What follows belongs to an exercise in optimizing a design on an open flow for small area, a short achievable clock period and few clock cycles per item; a production flow would make more cautious choices.
In this exercise RTL edits were held to simulation tests only and were not proved equivalent to the original.
Power and IR drop assume default switching activity.

east:
==> flow/design.v (excerpt) <==
module lru_key_value_cache (
  input  logic                         clk,
  input  logic                         rst,
  input  logic                         cfg_write_en,
  input  logic [4:0]                   cfg_write_data,
  input  logic                         req_valid,
  output logic                         req_ready,
  input  logic                         req_command,
  input  logic [15:0]                  req_lookup_key,
  input  logic [31:0]                  req_write_value,
  output logic                         rsp_valid,
  input  logic                         rsp_ready,
  output logic                         rsp_hit,
  output logic [31:0]                  rsp_read_value,
  output logic                         rsp_evicted,
  output logic [15:0]                  rsp_evicted_key
);
For scale: about 2900 cells after synthesis, roughly 870 flip-flops, ~110 I/O pins, roughly 37000 µm² of cells after synthesis.
==> flow/config.mk <==
export PLATFORM = sky130hd
export DESIGN_NAME = lru_key_value_cache
export DESIGN_NICKNAME = lru_key_value_cache
export VERILOG_FILES = /design/flow/design.v
export SDC_FILE = /design/flow/constraint.sdc
export NUM_CORES = 4
export LEC_CHECK = 0
export ABC_AREA = 1
export CAP_MARGIN = 20
export CORE_MARGIN = 2
export CORE_UTILIZATION = 60
export SETUP_SLACK_MARGIN = 3.0
export SLEW_MARGIN = 20
export BUFFER_PORTS_ARGS = -buffer_cell sky130_fd_sc_hd__buf_4
==> flow/constraint.sdc <==
create_clock -name core_clock -period 6.0 [get_ports {clk}]
set_input_delay 1.2000 -clock core_clock [delete_from_list [all_inputs] [get_ports {clk}]]
set_output_delay 1.2000 -clock core_clock [all_outputs]
set_load 0.01 [all_outputs]
standard.sh (not shown) runs the stock make flow with config.mk's settings and CLKGATE_MAP_FILE= SYNTH_SCRIPT=/design/flow/synth_recipe.tcl, a recipe that flattens the netlist after the stock synthesis.
==> flow/flow/run.sh <==
#!/bin/bash
set -e
echo 'export BUFFER_PORTS_ARGS = -buffer_cell sky130_fd_sc_hd__buf_4' >> "$FLOW_CONFIG"
bash standard.sh > standard.log 2>&1
east completed end to end with timing, DRC and antenna clean.
Testbench counts of east, summed over its fixed seeds: cycles 8,016, items 8,000.
Relative to east, the following input files were edited for west:
# east
export LEC_CHECK = 0
export ABC_AREA = 1
export CAP_MARGIN = 20
export CORE_MARGIN = 2
export CORE_UTILIZATION = 60
export SETUP_SLACK_MARGIN = 3.0
export SLEW_MARGIN = 20
export BUFFER_PORTS_ARGS = -buffer_cell sky130_fd_sc_hd__buf_4
create_clock -name core_clock -period 6.0 [get_ports {clk}]
# west
export LEC_CHECK = 0
export CAP_MARGIN = 20
export CORE_MARGIN = 2
export CORE_UTILIZATION = 60
export CTS_BUF_LIST = sky130_fd_sc_hd__clkbuf_8
export CTS_CLUSTER_SIZE = 30
export SETUP_SLACK_MARGIN = 3.0
export SLEW_MARGIN = 20
export BUFFER_PORTS_ARGS = -buffer_cell sky130_fd_sc_hd__buf_4
create_clock -name core_clock -period 6.0 [get_ports {clk}]
Results
- west vs east — number of nets at the end of the flow dropped 698.
- west vs east — initial antenna violation count rose 1.
- The synthesized-area fraction occupied by adder cells on east is in line with that on west.
- Higher instance count after placement with tap cells included goes to east over west.
- Comparing final worst slack for east and west, the smaller number came from west.
- Against east, west reports a non-clock buffer count that is higher.
- [compare] base=east new=west: synthesized area now smaller, actual transition at the worst max-transition pin fell 0.046 ns.
- Setup slack at placement came out higher on west than on east.

---

The RTL this note starts from:
==> flow/design.v <==
package lkv_pkg;
  localparam int MAX_ENTRIES_DEF = 16;
  localparam int KEY_BITS_DEF    = 16;
  localparam int VALUE_BITS_DEF  = 32;
  localparam int             CAP_BITS  = 5;
  localparam logic [CAP_BITS-1:0] CAP_RESET = 5'd16;
  typedef enum logic {
    CMD_GET = 1'b0,
    CMD_PUT = 1'b1
  } cmd_t;
  typedef enum logic [1:0] {
    ST_IDLE,
    ST_MATCH,
    ST_UPDATE,
    ST_REPLY
  } state_t;
  typedef struct packed {
    logic capture;
    logic lookup;
    logic update;
    logic reply;
  } ctl_cmd_t;
endpackage
module lru_key_value_cache (
  input  logic                         clk,
  input  logic                         rst,
  input  logic                         cfg_write_en,
  input  logic [4:0]                   cfg_write_data,
  input  logic                         req_valid,
  output logic                         req_ready,
  input  logic                         req_command,
  input  logic [15:0]                  req_lookup_key,
  input  logic [31:0]                  req_write_value,
  output logic                         rsp_valid,
  input  logic                         rsp_ready,
  output logic                         rsp_hit,
  output logic [31:0]                  rsp_read_value,
  output logic                         rsp_evicted,
  output logic [15:0]                  rsp_evicted_key
);
  localparam int N  = 16;
  localparam int KW = 16;
  localparam int VW = 32;
  logic          s_v;
  logic          s_put;
  logic [KW-1:0] s_key;
  logic [VW-1:0] s_val;
  logic [N-1:0]  vld;
  logic [KW-1:0] ekey [N];
  logic [VW-1:0] eval [N];
  logic [3:0]    lim_m1;
  logic          go;
  logic          s_load;
  logic          take;
  logic          k_v;
  logic          k_put;
  logic [KW-1:0] k_key;
  logic [VW-1:0] k_val;
  logic [N-1:0]  kmq;
  logic          k_eqp;
  logic [N-1:0]  bq;       
  logic          bq_prev;  
  logic [N-1:0]  mq;       
  logic [N-1:0]  eq_old;   
  logic          eq_prev;  
  logic [N-1:0]  mq_d;
  logic [N-1:0]  m;
  logic [N-1:0]  ge;
  logic          hit;
  logic          putmiss;
  logic          full;
  logic [N-1:0]  en;
  logic [VW-1:0] hv;
  logic [KW-1:0] lastkey;
  assign go        = s_v & (~rsp_valid | rsp_ready);
  assign s_load    = go | ~s_v;
  assign take      = req_valid & ~k_v;
  assign req_ready = ~k_v;
  always_ff @(posedge clk) begin
    if (rst) begin
      s_v <= 1'b0;
    end else if (s_load) begin
      s_v <= k_v | take;
    end
  end
  always_ff @(posedge clk) begin
    if (s_load) begin
      s_put <= k_v ? k_put : req_command;
      s_key <= k_v ? k_key : req_lookup_key;
      s_val <= k_v ? k_val : req_write_value;
      mq    <= mq_d;
    end
  end
  always_ff @(posedge clk) begin
    if (rst) begin
      k_v <= 1'b0;
    end else if (k_v) begin
      k_v <= ~go;
    end else begin
      k_v <= take & ~s_load;
    end
  end
  always_ff @(posedge clk) begin
    if (~k_v) begin
      k_put <= req_command;
      k_key <= req_lookup_key;
      k_val <= req_write_value;
      kmq   <= eq_old;
      k_eqp <= eq_prev;
    end
  end
  always_ff @(posedge clk) begin
    if (rst) begin
      lim_m1 <= 4'd15;
    end else if (cfg_write_en) begin
      if (cfg_write_data == 5'd0) begin
        lim_m1 <= 4'd0;
      end else if (cfg_write_data > 5'd16) begin
        lim_m1 <= 4'd15;
      end else begin
        lim_m1 <= 4'(cfg_write_data - 5'd1);
      end
    end
  end
  always_comb begin
    for (int i = 0; i < N; i++) begin
      m[i] = vld[i] & mq[i];
    end
    for (int i = 0; i < N; i++) begin
      ge[i] = |(m >> i);
    end
    hit     = ge[0];
    putmiss = s_put & ~hit;
    full    = vld[lim_m1];
    en[0]   = go & (hit | s_put);
    for (int i = 1; i < N; i++) begin
      en[i] = go & (ge[i] | putmiss);
    end
    hv      = '0;
    lastkey = '0;
    for (int i = 0; i < N; i++) begin
      hv = hv | ({VW{m[i]}} & eval[i]);
      if (i == N - 1) begin
        lastkey = lastkey | ({KW{vld[i]}} & ekey[i]);
      end else begin
        lastkey = lastkey | ({KW{vld[i] & ~vld[i+1]}} & ekey[i]);
      end
    end
  end
  always_comb begin
    eq_prev = (req_lookup_key == s_key);
    for (int i = 0; i < N; i++) begin
      eq_old[i] = (req_lookup_key == ekey[i]);
    end
    bq      = k_v ? kmq : eq_old;
    bq_prev = k_v ? k_eqp : eq_prev;
    mq_d[0] = en[0] ? bq_prev : bq[0];
    for (int i = 1; i < N; i++) begin
      mq_d[i] = en[i] ? bq[i-1] : bq[i];
    end
  end
  always_ff @(posedge clk) begin
    if (en[0]) begin
      ekey[0] <= s_key;
      eval[0] <= s_put ? s_val : hv;
    end
    for (int i = 1; i < N; i++) begin
      if (en[i]) begin
        ekey[i] <= ekey[i-1];
        eval[i] <= eval[i-1];
      end
    end
  end
  always_ff @(posedge clk) begin
    if (rst) begin
      vld <= '0;
    end else if (go && putmiss && !full) begin
      vld <= {vld[N-2:0], 1'b1};
    end
  end
  always_ff @(posedge clk) begin
    if (rst) begin
      rsp_valid <= 1'b0;
    end else if (go) begin
      rsp_valid <= 1'b1;
    end else if (rsp_ready) begin
      rsp_valid <= 1'b0;
    end
  end
  always_ff @(posedge clk) begin
    if (go) begin
      rsp_read_value  <= s_put ? '0 : hv;
      rsp_hit         <= hit;
      rsp_evicted     <= putmiss & full;
      rsp_evicted_key <= (putmiss & full) ? lastkey : '0;
    end
  end
endmodule
==> flow/config.mk <==
export PLATFORM = sky130hd
export DESIGN_NAME = lru_key_value_cache
export DESIGN_NICKNAME = lru_key_value_cache
export VERILOG_FILES = /design/flow/design.v
export SDC_FILE = /design/flow/constraint.sdc
export NUM_CORES = 4
export LEC_CHECK = 0
export CAP_MARGIN = 20
export CORE_MARGIN = 2
export CORE_UTILIZATION = 40
export SETUP_SLACK_MARGIN = 3.1
export SLEW_MARGIN = 20
export TNS_END_PERCENT = 10
export BUFFER_PORTS_ARGS = -buffer_cell sky130_fd_sc_hd__buf_4
==> flow/constraint.sdc <==
create_clock -name core_clock -period 6.0 [get_ports {clk}]
set_input_delay 1.2000 -clock core_clock [delete_from_list [all_inputs] [get_ports {clk}]]
set_output_delay 1.2000 -clock core_clock [all_outputs]
set_load 0.01 [all_outputs]
Scripts as last shown in full above: flow/flow/run.sh
Testbench counts at the start, summed over its fixed seeds: cycles 8,016, items 8,000.
Edit:
--- a/flow/config.mk
+++ b/flow/config.mk
@@ -10,3 +10,3 @@
 export CORE_UTILIZATION = 40
-export SETUP_SLACK_MARGIN = 3.1
+export SETUP_SLACK_MARGIN = 3.3
 export SLEW_MARGIN = 20
Total power is about the same; worst setup slack gains 0.16 ns; synthesized area stays the same; clock-buffer cell count stays the same; final area barely changes; clock power is about the same; routed wire length increases by 1.1%; sequential cell count stays the same; via count grows by about 0.36%.

## afterwards: timing with drivers on the ports
In the flow no input, the clock included, has a driving cell. The finished layouts below were timed again as built, in two steps. Step 1 sets driving cells, clkbuf_16 on the clock port and buf_2 on the other inputs (assumed; they add their load-dependent delay and slew). Step 2 moves the port delays by t, midway between the first and last clock arrival at a register: inputs arrive t later, outputs are due t later. That takes back most of the time a late clock gives input paths. a / b / c = ideal ports / drivers / drivers and shift; a / b = the first two.
run | t (ns) | setup slack, ns | worst hold slack (ns) | worst slew at a driven data input, ns
east | 0.719 | 3.025 / 3.023 / 2.478 | 0.443 / 0.443 / 0.443 | 0.04
west | 0.849 | 2.990 / 2.953 / 2.348 | 0.440 / 0.440 / 0.440 | 0.05
the first run of note 2 | 0.744 | 2.841 / 2.779 / 2.284 | 0.434 / 0.434 / 0.434 | 0.06
the second run of note 2 | 0.742 | 3.002 / 3.040 / 2.298 | 0.437 / 0.437 / 0.437 | 0.06
After both steps setup and hold are still met in every run listed. For the second run of note 2, which loses most, drivers alone change the setup slack by +0.038 ns; drivers and shift together by -0.704 ns.
